Source: an optimization exercise on an open RTL-to-GDS flow (aim: small area, a short achievable clock period and few clock cycles). Production flows keep margins and buffers that such runs may drop. Only simulation tests tie the RTL to the original design; equivalence was not proved. Power and IR drop assume default switching activity.

## oak
// lua_cpu
module lua_cpu (
	input logic clk,
	input logic rst,
	input logic start,
	input lua_cpu_pkg::cmd_e n,
	input lua_cpu_pkg::word_t dataa,
	input lua_cpu_pkg::word_t datab,
	output logic done,
	output lua_cpu_pkg::word_t result,
	output lua_cpu_pkg::word_t mem_address,
	output lua_cpu_pkg::word_t mem_writedata,
	output logic mem_read,
	output logic mem_write,
	input lua_cpu_pkg::word_t mem_readdata,
	input logic mem_waitrequest
);
	localparam logic [2:0] S_IDLE = 3'd0;
	localparam logic [2:0] S_RPC = 3'd1;	 
	localparam logic [2:0] S_FETCH = 3'd2;	 
	localparam logic [2:0] S_DUMP = 3'd3;	 
	localparam logic [2:0] S_DUMPT = 3'd4;	 
	logic [2:0] st;
	logic rd, wr;	 
	logic req;	 
	logic [31:0] addr, wdata, ir;
	logic [4:0] tl;
	logic ex;	 
	logic [4:0] widx, ridx;
	logic wen_v, wen_t;
	logic ldv, ldt;	 
	logic [31:0] base;
	logic [31:0] V [32];
	logic [4:0] T [32];
	logic [31:0] val, dirty;
	logic any_dirty;
	assign mem_read = rd;
	assign mem_write = wr;
	assign mem_address = addr;
	assign mem_writedata = wdata;
	assign result = ir;
	logic acc;
	assign acc = req && !mem_waitrequest;
	logic in_move, move_acc;
	assign in_move = (mem_readdata[6-1:0] == 6'd0);
	assign move_acc = (st == S_FETCH) && acc && in_move;
	logic ld_val, ld_type;
	assign ld_val = start && (n == lua_cpu_pkg::cmd_load_reg);
	assign ld_type = start && (n == lua_cpu_pkg::cmd_load_type);
	logic [7:0] lo_ofs;
	logic lo_nb;	 
	logic slot_hit;
  ...
Size: roughly 3,700 cells after synthesis, ~1,400 flip-flops, roughly 200 I/O pins, ~56,000 um^2 of cells after synthesis.
clock: 13.0 ns
lec_check: 0
abc_clock_period_in_ps: 2000
cap_margin: 20
core_margin: 2
core_utilization: 50
cts_cluster_diameter: 100
cts_cluster_size: 26
place_density: 0.6
slew_margin: 20
standard.sh (not shown) runs the stock make flow with config.mk's settings and CLKGATE_MAP_FILE= SYNTH_SCRIPT=/design/flow/synth_recipe.tcl, a recipe that flattens the netlist after the stock synthesis.
==> flow/flow/run.sh <==
#!/bin/bash
# The standard layout (the standard.sh, unchanged synthesis) with these
# optimiser settings changed; constraints and clock period are the design's:
#  - timing repair aims for a large setup margin (a period well below 13 ns)
#  - sizing may pick cells of any footprint
#  - ports are buffered with buf_2 cells
bash standard.sh SETUP_SLACK_MARGIN=9 MATCH_CELL_FOOTPRINT=0 \
	"BUFFER_PORTS_ARGS=-buffer_cell sky130_fd_sc_hd__buf_2" finish > standard.log 2>&1
Testbench counts of oak, summed over its fixed seeds: cycles 44,547.
Edits applied to the flow inputs when going from oak to pine:
Settings: PLACE_DENSITY now 0.65, was 0.6; CORE_UTILIZATION now 55, was 50.
[summary]
- oak → pine: clock buffer count in the final layout went down by 5; number of instances resized during post-cts repair lost 6; final weighted congestion in routability-driven placement down 0.40%.
- Between pine and oak, the number of setup violations in the final report does not differ in any meaningful way.

* * *

Another version of the RTL of lua_cpu (not shown whole).
Size: roughly 1500 flip-flops, about 200 I/O pins.
Settings: LEC_CHECK=0, ABC_CLOCK_PERIOD_IN_PS=2000, CAP_MARGIN=20, CORE_MARGIN=2, CORE_UTILIZATION=45, PLACE_DENSITY=0.55, SLEW_MARGIN=20; clock period 13.0 ns.
==> flow/flow/run.sh <==
#!/bin/bash
# The standard layout (the standard.sh, unchanged synthesis) with these
# optimiser settings changed; constraints and clock period are the design's:
#  - timing repair aims for a large setup margin (a period well below 13 ns)
#  - sizing may pick cells of any footprint
#  - ports are buffered with buf_4 cells
bash standard.sh SETUP_SLACK_MARGIN=9.5 MATCH_CELL_FOOTPRINT=0 \
	"BUFFER_PORTS_ARGS=-buffer_cell sky130_fd_sc_hd__buf_4" finish > standard.log 2>&1
Testbench counts at the start, summed over its fixed seeds: cycles 44,547.
==> next run, changes <==
--- a/flow/flow/run.sh
+++ b/flow/flow/run.sh
@@ -6,3 +6,3 @@
 #  - ports are buffered with buf_4 cells
-bash standard.sh SETUP_SLACK_MARGIN=9.5 MATCH_CELL_FOOTPRINT=0 \
+bash standard.sh SETUP_SLACK_MARGIN=9 MATCH_CELL_FOOTPRINT=0 \
 	"BUFFER_PORTS_ARGS=-buffer_cell sky130_fd_sc_hd__buf_4" finish > standard.log 2>&1
Result: Clock-buffer cell count goes down by 24. Power goes down by 2.4%. Setup slack improved by 25 ps. Area after synthesis is unchanged. Cell count goes down by 0.88%. Non-clock buffer count goes down by 45.

* * *

lua_cpu, a different RTL version from the one above (not shown whole).
For scale: ~3,700 cells after synthesis, ~1,500 flip-flops, roughly 200 I/O pins, about 57,000 um^2 of cells after synthesis.
Settings: LEC_CHECK=0, ABC_CLOCK_PERIOD_IN_PS=2000, CAP_MARGIN=20, CORE_MARGIN=2, CORE_UTILIZATION=62, CTS_CLUSTER_DIAMETER=100, CTS_CLUSTER_SIZE=26, PLACE_DENSITY=0.72, SLEW_MARGIN=20; clock period 13.0 ns.
==> flow/flow/run.sh <==
#!/bin/bash
# The standard layout (the standard.sh, unchanged synthesis) with these
# optimiser settings changed; constraints and clock period are the design's:
#  - timing repair aims for a large setup margin (a period well below 13 ns)
#  - sizing may pick cells of any footprint
#  - ports are buffered with buf_2 cells
bash standard.sh SETUP_SLACK_MARGIN=9 MATCH_CELL_FOOTPRINT=0 \
	"BUFFER_PORTS_ARGS=-buffer_cell sky130_fd_sc_hd__buf_2" finish > standard.log 2>&1
The starting point went through all stages and came out clean.
Testbench counts at the start, summed over its fixed seeds: cycles 44,547.
Edit:
Settings changed: CORE_UTILIZATION 62 to 55, PLACE_DENSITY 0.72 to 0.65.
After rerunning:
- The new run finished with timing, DRC and antenna clean
- first-iteration DRC count falls by a little under a tenth
- count of clock-buffer cells in the layout stays the same
- area after synthesis stays the same
- global-route usage is lower by 3.7 points
Edit:
==> flow/flow/run.sh (replaced) <==
#!/bin/bash
# The standard layout (the standard.sh, unchanged synthesis) with these
# optimiser settings changed; constraints and clock period are the design's:
#  - timing repair aims for a large setup margin (a period well below 13 ns)
#  - sizing may pick cells of any footprint
#  - ports are buffered with buf_4 cells
bash standard.sh SETUP_SLACK_MARGIN=9.15 MATCH_CELL_FOOTPRINT=0 \
	"BUFFER_PORTS_ARGS=-buffer_cell sky130_fd_sc_hd__buf_4" finish > standard.log 2>&1
Settings changed: CORE_UTILIZATION 55 to 45, CTS_CLUSTER_SIZE 26 to 28, PLACE_DENSITY 0.65 to 0.55.
After rerunning: Power grows slightly; non-clock buffer count grows by 49; final area grows by a few percent; clock power shrinks by a few percent.
Edit:
==> flow/flow/run.sh (replaced) <==
#!/bin/bash
# The standard layout (the standard.sh, unchanged synthesis) with these
# optimiser settings changed; constraints and clock period are the design's:
#  - timing repair aims for a large setup margin (a period well below 13 ns)
#  - sizing may pick cells of any footprint
#  - ports are buffered with buf_2 cells
bash standard.sh SETUP_SLACK_MARGIN=9 MATCH_CELL_FOOTPRINT=0 \
	"BUFFER_PORTS_ARGS=-buffer_cell sky130_fd_sc_hd__buf_2" finish > standard.log 2>&1
Settings changed: CORE_UTILIZATION 45 to 55, PLACE_DENSITY 0.55 to 0.65.
Design area goes down by about 2.4%.
Setup slack improves by 0.017 ns.
Global-route usage goes up by 4.5 points.
Fmax goes up by 0.43%.

* * *

Setup of red:
Another version of the RTL of lua_cpu (not shown whole).
Size in the first run: about 3800 cells after synthesis, about 57000 µm² of cells after synthesis.
clock: 13.0 ns
lec_check: 0
abc_clock_period_in_ps: 4000
cap_margin: 20
core_margin: 2
core_utilization: 55
place_density: 0.65
slew_margin: 20
==> flow/flow/run.sh <==
#!/bin/bash
# The standard layout (the standard.sh, unchanged synthesis), with the
# timing repair after CTS and global routing asked to aim well below the
# clock period. Constraints and the clock period are the design's.
bash standard.sh SETUP_SLACK_MARGIN=8.7 finish > standard.log 2>&1
red did not stop at any stage, and its layout met the timing, DRC and antenna checks.
Testbench counts of red, summed over its fixed seeds: cycles 44,547.
### red -> blue
==> flow/flow/run.sh <==
#!/bin/bash
# The standard layout (the standard.sh, unchanged synthesis) with these
# optimiser settings changed; constraints and clock period are the design's:
#  - timing repair aims for a large setup margin (a period well below 13 ns)
#  - sizing may pick cells of any footprint
#  - ports are buffered with buf_4 cells
bash standard.sh SETUP_SLACK_MARGIN=9 MATCH_CELL_FOOTPRINT=0 \
	"BUFFER_PORTS_ARGS=-buffer_cell sky130_fd_sc_hd__buf_4" finish > standard.log 2>&1
==> results.txt <==
For utilization, red and blue come out practically identical.
Internal power of the cells: blue worse than red
~same number of cells in the design after placement in blue and red
The least setup slack across all paths after layout in blue was higher than what red gave.
On via count, blue and red are neck and neck.
Lower highest net fanout along the worst path was reported by blue, not red.

* * *

Another version of the RTL of lua_cpu (not shown whole).
Size: ~3800 cells after synthesis, roughly 0.058 mm2 of cells after synthesis.
// lua_cpu
module lua_cpu (
	input logic clk,
	input logic rst,
	input logic start,
	input lua_cpu_pkg::cmd_e n,
	input lua_cpu_pkg::word_t dataa,
	input lua_cpu_pkg::word_t datab,
	output logic done,
	output lua_cpu_pkg::word_t result,
	output lua_cpu_pkg::word_t mem_address,
	output lua_cpu_pkg::word_t mem_writedata,
	output logic mem_read,
	output logic mem_write,
	input lua_cpu_pkg::word_t mem_readdata,
	input logic mem_waitrequest
);
export LEC_CHECK = 0
export ABC_CLOCK_PERIOD_IN_PS = 2000
export CAP_MARGIN = 20
export CORE_MARGIN = 2
export CORE_UTILIZATION = 45
export PLACE_DENSITY = 0.55
export SLEW_MARGIN = 20
create_clock -name core_clock -period 13.0 [get_ports {clk}]
==> flow/flow/run.sh <==
#!/bin/bash
# The standard layout (the standard.sh, unchanged synthesis) with these
# optimiser settings changed; constraints and clock period are the design's:
#  - timing repair aims for a large setup margin (a period well below 13 ns)
#  - sizing may pick cells of any footprint
#  - ports are buffered with buf_4 cells
bash standard.sh SETUP_SLACK_MARGIN=9 MATCH_CELL_FOOTPRINT=0 \
	"BUFFER_PORTS_ARGS=-buffer_cell sky130_fd_sc_hd__buf_4" finish > standard.log 2>&1
Testbench counts at the start, summed over its fixed seeds: cycles 44,547.
Edit:
- CTS_BUF_LIST: default -> sky130_fd_sc_hd__clkbuf_8
Effect: Critical path depth shrinks by 7; synthesized cell count is unchanged; final area hardly moves; total power falls by 3.3%.

* * *

The RTL this note starts from:
==> flow/design.v <==
package lua_cpu_pkg;
	typedef logic [32-1:0] word_t;
	typedef logic [5-1:0] reg_idx_t;
	typedef logic [5-1:0] ttag_t;
	typedef logic [6-1:0] opcode_t;
	typedef enum logic [1:0] {
		instr_in_progress = 2'd0,
		instr_done = 2'd1,
		instr_not_impl = 2'd3
	} instr_status_e;
	typedef enum logic [1:0] {
		src_instr = 2'd0,
		src_dumper = 2'd1,
		src_external = 2'd3
	} write_src_e;
	typedef enum logic [1:0] {
		cmd_run = 2'd0,
		cmd_load_reg = 2'd1,
		cmd_load_type = 2'd2,
		cmd_load_base = 2'd3
	} cmd_e;
	typedef enum logic [3:0] {
		ex_idle = 4'd0,
		ex_fetch_pc = 4'd1,
		ex_fetch_instr = 4'd2,
		ex_exec_instr = 4'd3,
		ex_store_pc = 4'd4,
		ex_store_regs = 4'd5,
		ex_load_reg = 4'd6,
		ex_load_type = 4'd7,
		ex_load_base = 4'd8,
		ex_finish = 4'd15
	} ex_state_e;
	typedef enum logic [1:0] {
		dp_idle = 2'd0,
		dp_value = 2'd1,
		dp_type = 2'd2,
		dp_end = 2'd3
	} dump_phase_e;
endpackage
`timescale 1ns/1ps
module lua_cpu (
	input logic clk,
	input logic rst,
	input logic start,
	input lua_cpu_pkg::cmd_e n,
	input lua_cpu_pkg::word_t dataa,
	input lua_cpu_pkg::word_t datab,
	output logic done,
	output lua_cpu_pkg::word_t result,
	output lua_cpu_pkg::word_t mem_address,
	output lua_cpu_pkg::word_t mem_writedata,
	output logic mem_read,
	output logic mem_write,
	input lua_cpu_pkg::word_t mem_readdata,
	input logic mem_waitrequest
);
	localparam logic [2:0] S_IDLE = 3'd0;
	localparam logic [2:0] S_RPC = 3'd1;	 
	localparam logic [2:0] S_FETCH = 3'd2;	 
	localparam logic [2:0] S_DUMP = 3'd3;	 
	localparam logic [2:0] S_DUMPT = 3'd4;	 
	logic [2:0] st;
	logic rd, wr;	 
	logic req;	 
	logic [31:0] addr, wdata, ir;
	logic [4:0] tl;
	logic ex;	 
	logic [4:0] widx, ridx;
	logic wen_v, wen_t;
	logic [31:0] ldv_data;
	logic [4:0] ldt_data;
	logic [31:0] base;
	logic [31:0] V [32];
	logic [4:0] T [32];
	logic [31:0] val, dirty;
	logic any_dirty;
	assign mem_read = rd;
	assign mem_write = wr;
	assign mem_address = addr;
	assign mem_writedata = wdata;
	assign result = ir;
	logic acc;
	assign acc = req && !mem_waitrequest;
	logic in_move, move_acc;
	assign in_move = (mem_readdata[6-1:0] == 6'd0);
	assign move_acc = (st == S_FETCH) && acc && in_move;
	logic ld_val, ld_type;
	assign ld_val = start && (n == lua_cpu_pkg::cmd_load_reg);
	assign ld_type = start && (n == lua_cpu_pkg::cmd_load_type);
	logic [7:0] lo_ofs;
	logic lo_nb;	 
	logic slot_hit;
	always_comb begin
		logic [23:0] x, y;
		{lo_nb, lo_ofs} = {1'b0, dataa[7:0]} + {1'b0, ~base[7:0]} + 9'd1;
		x = dataa[31:8];
		y = ~base[31:8];
		slot_hit = ((x[0] ^ y[0]) == lo_nb);
		for (int i = 1; i < 24; i++)
			slot_hit = slot_hit & ((x[i] ^ y[i]) == (x[i-1] | y[i-1]));
	end
	logic [4:0] jnext;
	logic [31:0] jnext_oh;
	logic anynext;
	always_comb begin : ffs
		logic [31:0] d_eff;
		logic seen;
		for (int i = 0; i < 32; i++)
			d_eff[i] = dirty[i] | (ex && widx == 5'(i));
		seen = 1'b0;
		for (int i = 0; i < 32; i++) begin
			jnext_oh[i] = d_eff[i] && !seen;
			seen = seen | d_eff[i];
		end
		for (int k = 0; k < 5; k++) begin
			jnext[k] = 1'b0;
			for (int i = 0; i < 32; i++)
				if (i[k]) jnext[k] = jnext[k] | jnext_oh[i];
		end
		anynext = seen;
	end
	logic [31:0] rsel;
	logic [31:0] val_next;
	always_comb
		for (int i = 0; i < 32; i++)
			val_next[i] = val[i] | (widx == 5'(i) && (wen_v || wen_t));
	always_ff @(posedge clk) begin
		any_dirty <= anynext;
		ridx <= jnext;
		for (int i = 0; i < 32; i++)
			rsel[i] <= !(ld_val || ld_type) && val_next[i] &&
				(move_acc ? (mem_readdata[18:14] == 5'(i)) : jnext_oh[i]);
		widx <= move_acc ? mem_readdata[10:6] : lo_ofs[7:3];
		ldv_data <= ld_val ? datab : 32'd0;
		ldt_data <= ld_type ? datab[4:0] : 5'd0;
	end
	always_ff @(posedge clk or posedge rst) begin
		if (rst) begin
			ex <= 1'b0;
			wen_v <= 1'b0;
			wen_t <= 1'b0;
			base <= '0;
		end else begin
			ex <= move_acc;
			wen_v <= move_acc || (ld_val && slot_hit);
			wen_t <= move_acc || (ld_type && slot_hit);
			if (start && (n == lua_cpu_pkg::cmd_load_base))
				base <= dataa;
		end
	end
	logic [31:0] rdv;
	logic [4:0] rdt;
	always_comb begin
		rdv = '0;
		rdt = '0;
		for (int i = 0; i < 32; i++) begin
			rdv = rdv | (V[i] & {32{rsel[i]}});
			rdt = rdt | (T[i] & {5{rsel[i]}});
		end
	end
	logic [31:0] wdv;
	logic [4:0] wdt;
	assign wdv = rdv | ldv_data;
	assign wdt = rdt | ldt_data;
	always_ff @(posedge clk) begin
		for (int i = 0; i < 32; i++) begin
			if (widx == 5'(i) && (wen_v || (wen_t && !val[i]))) V[i] <= wdv;
			if (widx == 5'(i) && (wen_t || (wen_v && !val[i]))) T[i] <= wdt;
		end
	end
	always_ff @(posedge clk or posedge rst) begin
		if (rst)
			val <= '0;
		else
			val <= val_next;
	end
	always_ff @(posedge clk) begin
		for (int i = 0; i < 32; i++) begin
			if (start)
				dirty[i] <= 1'b0;
			else if (ex && widx == 5'(i))
				dirty[i] <= 1'b1;
			else if ((st == S_DUMP) && acc && ridx == 5'(i))
				dirty[i] <= 1'b0;
		end
	end
	always_ff @(posedge clk or posedge rst) begin
		if (rst) begin
			st <= S_IDLE;
			rd <= 1'b0;
			wr <= 1'b0;
			req <= 1'b0;
			done <= 1'b0;
		end else begin
			done <= 1'b0;
			case (st)
				S_IDLE: begin
					if (start) begin
						if (n == lua_cpu_pkg::cmd_run) begin
							rd <= 1'b1;
							req <= 1'b1;
							st <= S_RPC;
						end else
							done <= 1'b1;
					end
				end
				S_RPC: if (acc) st <= S_FETCH;
				S_FETCH: begin
					if (acc && !in_move) begin
						rd <= 1'b0;
						wr <= 1'b1;
						st <= S_DUMP;
					end
				end
				S_DUMP: begin
					if (acc) begin
						if (any_dirty)
							st <= S_DUMPT;
						else begin
							wr <= 1'b0;
							req <= 1'b0;
							done <= 1'b1;
							st <= S_IDLE;
						end
					end
				end
				S_DUMPT: if (acc) st <= S_DUMP;
				default: st <= S_IDLE;
			endcase
		end
	end
	logic [31:0] ci20;
	always_comb begin : savedpc_addr
		logic [5:0] lo;
		logic [26:0] hi, hi1;
		lo = {1'b0, dataa[4:0]} + 6'd20;
		hi = dataa[31:5];
		hi1 = dataa[31:5] + 27'd1;
		ci20 = {lo[5] ? hi1 : hi, lo[4:0]};
	end
	always_ff @(posedge clk) begin
		case (st)
			S_IDLE: begin
				addr <= ci20;
			end
			S_RPC: if (acc) addr <= mem_readdata;
			S_FETCH: begin
				if (acc) begin
					ir <= mem_readdata;
					wdata <= addr + 32'd4;
					if (in_move) begin
						addr <= addr + 32'd4;
					end else begin
						addr <= ci20;
					end
				end
			end
			S_DUMP: begin
				if (acc) begin
					addr <= base + {ridx, 3'b000};
					wdata <= rdv;
					tl <= rdt;
				end
			end
			S_DUMPT: begin
				if (acc) begin
					addr <= addr + 32'd4;
					wdata <= {27'd0, tl};
				end
			end
			default: ;
		endcase
	end
endmodule
==> flow/config.mk <==
export PLATFORM = sky130hd
export DESIGN_NAME = lua_cpu
export DESIGN_NICKNAME = lua_cpu
export VERILOG_FILES = /design/flow/design.v
export SDC_FILE = /design/flow/constraint.sdc
export NUM_CORES = 4
export LEC_CHECK = 0
export ABC_CLOCK_PERIOD_IN_PS = 2000
export CAP_MARGIN = 20
export CORE_MARGIN = 2
export CORE_UTILIZATION = 55
export CTS_CLUSTER_DIAMETER = 100
export CTS_CLUSTER_SIZE = 26
export PLACE_DENSITY = 0.65
export SLEW_MARGIN = 20
==> flow/constraint.sdc <==
create_clock -name core_clock -period 13.0 [get_ports {clk}]
set_input_delay 2.6000 -clock core_clock [delete_from_list [all_inputs] [get_ports {clk}]]
set_output_delay 2.6000 -clock core_clock [all_outputs]
set_load 0.01 [all_outputs]
==> flow/flow/run.sh <==
#!/bin/bash
# The standard layout (the standard.sh, unchanged synthesis) with these
# optimiser settings changed; constraints and clock period are the design's:
#  - timing repair aims for a large setup margin (a period well below 13 ns)
#  - sizing may pick cells of any footprint
#  - ports are buffered with buf_1 cells
bash standard.sh SETUP_SLACK_MARGIN=9 MATCH_CELL_FOOTPRINT=0 \
	"BUFFER_PORTS_ARGS=-buffer_cell sky130_fd_sc_hd__buf_1" finish > standard.log 2>&1
Testbench counts at the start, summed over its fixed seeds: cycles 44,547.
Next try:
==> flow/flow/run.sh (replaced) <==
#!/bin/bash
# The standard layout (the standard.sh, unchanged synthesis) with these
# optimiser settings changed; constraints and clock period are the design's:
#  - timing repair aims for a large setup margin (a period well below 13 ns)
#  - sizing may pick cells of any footprint
#  - ports are buffered with buf_4 cells
bash standard.sh SETUP_SLACK_MARGIN=9 MATCH_CELL_FOOTPRINT=0 \
	"BUFFER_PORTS_ARGS=-buffer_cell sky130_fd_sc_hd__buf_4" finish > standard.log 2>&1
- CORE_UTILIZATION: 55 -> 45
- CTS_CLUSTER_SIZE: 26 -> 28
- PLACE_DENSITY: 0.65 -> 0.55
- The new run completed without violations
- synthesized cell count is unchanged
- design area went up by 2.0%
- non-clock buffer count goes up by 40
- maximum frequency goes down by 0.43%
- sequential power barely changes
- worst setup slack loses 0.017 ns
- wire length rises by 9.3%
- power goes up by 1.8%
- utilization came out lower by 10 points
- sequential share of layout area shrinks by 1.4 points
- hold slack hardly moves
Next try:
- CORE_UTILIZATION: 45 -> 55
- PLACE_DENSITY: 0.55 -> 0.65
What happened:
- The changed run completed with no timing, DRC or antenna violations
- global-route usage went up by 4.2 points
- cell area goes down by 0.91%
- hold slack gets better by 0.0087 ns
- cell count fell by 5.3%
- count of clock-buffer cells in the layout rose by 3
- wire length falls by 8.1%
- sequential power stays flat
- clock skew goes down by 0.012 ns
- die area shrinks by 18%
- worst setup slack gains 0.020 ns

afterwards: timing with drivers on the ports:
No port has a modelled driver above. Below, the same layouts with a new extraction and two added sets of constraints.
Step 1, drivers: a clkbuf_16 drives clk and a buf_2 each remaining input, both assumed.
Step 2 times the ports against the registers' clock, not the clock port: input delays grow and output delays shrink by t, the midpoint of the rising clock arrivals with the driver on.
Slacks: ideal ports / drivers / drivers and shift; pairs: ideal ports / drivers.
run | t, ns | setup slack, ns | worst setup path after step 2 | latest minus earliest clock arrival (ns) | worst data-port slew with drivers (ns)
oak | 0.752 | 8.993 / 8.919 / 8.325 | input to register | 0.045 / 0.044 | 0.06
pine | 0.807 | 8.969 / 8.894 / 8.330 | input to register | 0.042 / 0.042 | 0.14
the first run of note 2 | 0.883 | 8.900 / 8.821 / 8.546 | input to register | 0.037 / 0.036 | 0.11
the second run of note 2 | 0.873 | 8.926 / 8.847 / 8.302 | input to register | 0.034 / 0.033 | 0.15
the first run of note 3 | 0.735 | 9.031 / 8.962 / 8.284 | input to register | 0.038 / 0.038 | 0.11
the second run of note 3 | 0.730 | 9.024 / 8.957 / 8.346 | input to register | 0.028 / 0.028 | 0.12
the third run of note 3 | 0.815 | 8.995 / 8.916 / 8.350 | input to register | 0.035 / 0.035 | 0.13
the fourth run of note 3 | 0.798 | 9.012 / 8.939 / 8.298 | input to register | 0.026 / 0.026 | 0.11
red | 0.850 | 8.691 / 8.664 / 7.916 | input to register | 0.036 / 0.036 | 0.10
blue | 0.833 | 8.949 / 8.881 / 8.192 | input to register | 0.034 / 0.033 | 0.10
the first run of note 5 | 0.859 | 8.887 / 8.893 / 8.063 | input to register | 0.032 / 0.032 | 0.09
the second run of note 5 | 1.018 | 8.793 / 8.718 / 7.990 | input to register | 0.058 / 0.057 | 0.09
the first run of note 6 | 0.741 | 9.016 / 8.973 / 8.323 | input to register | 0.070 / 0.070 | 0.13
the second run of note 6 | 0.817 | 8.999 / 8.921 / 8.289 | input to register | 0.043 / 0.043 | 0.14
the third run of note 6 | 0.794 | 9.018 / 8.942 / 8.266 | input to register | 0.025 / 0.025 | 0.11
After both steps every run listed still meets setup and hold. The setup slack of the first run of note 5, which loses most, moves by +0.006 ns with the drivers and by -0.824 ns with both steps.
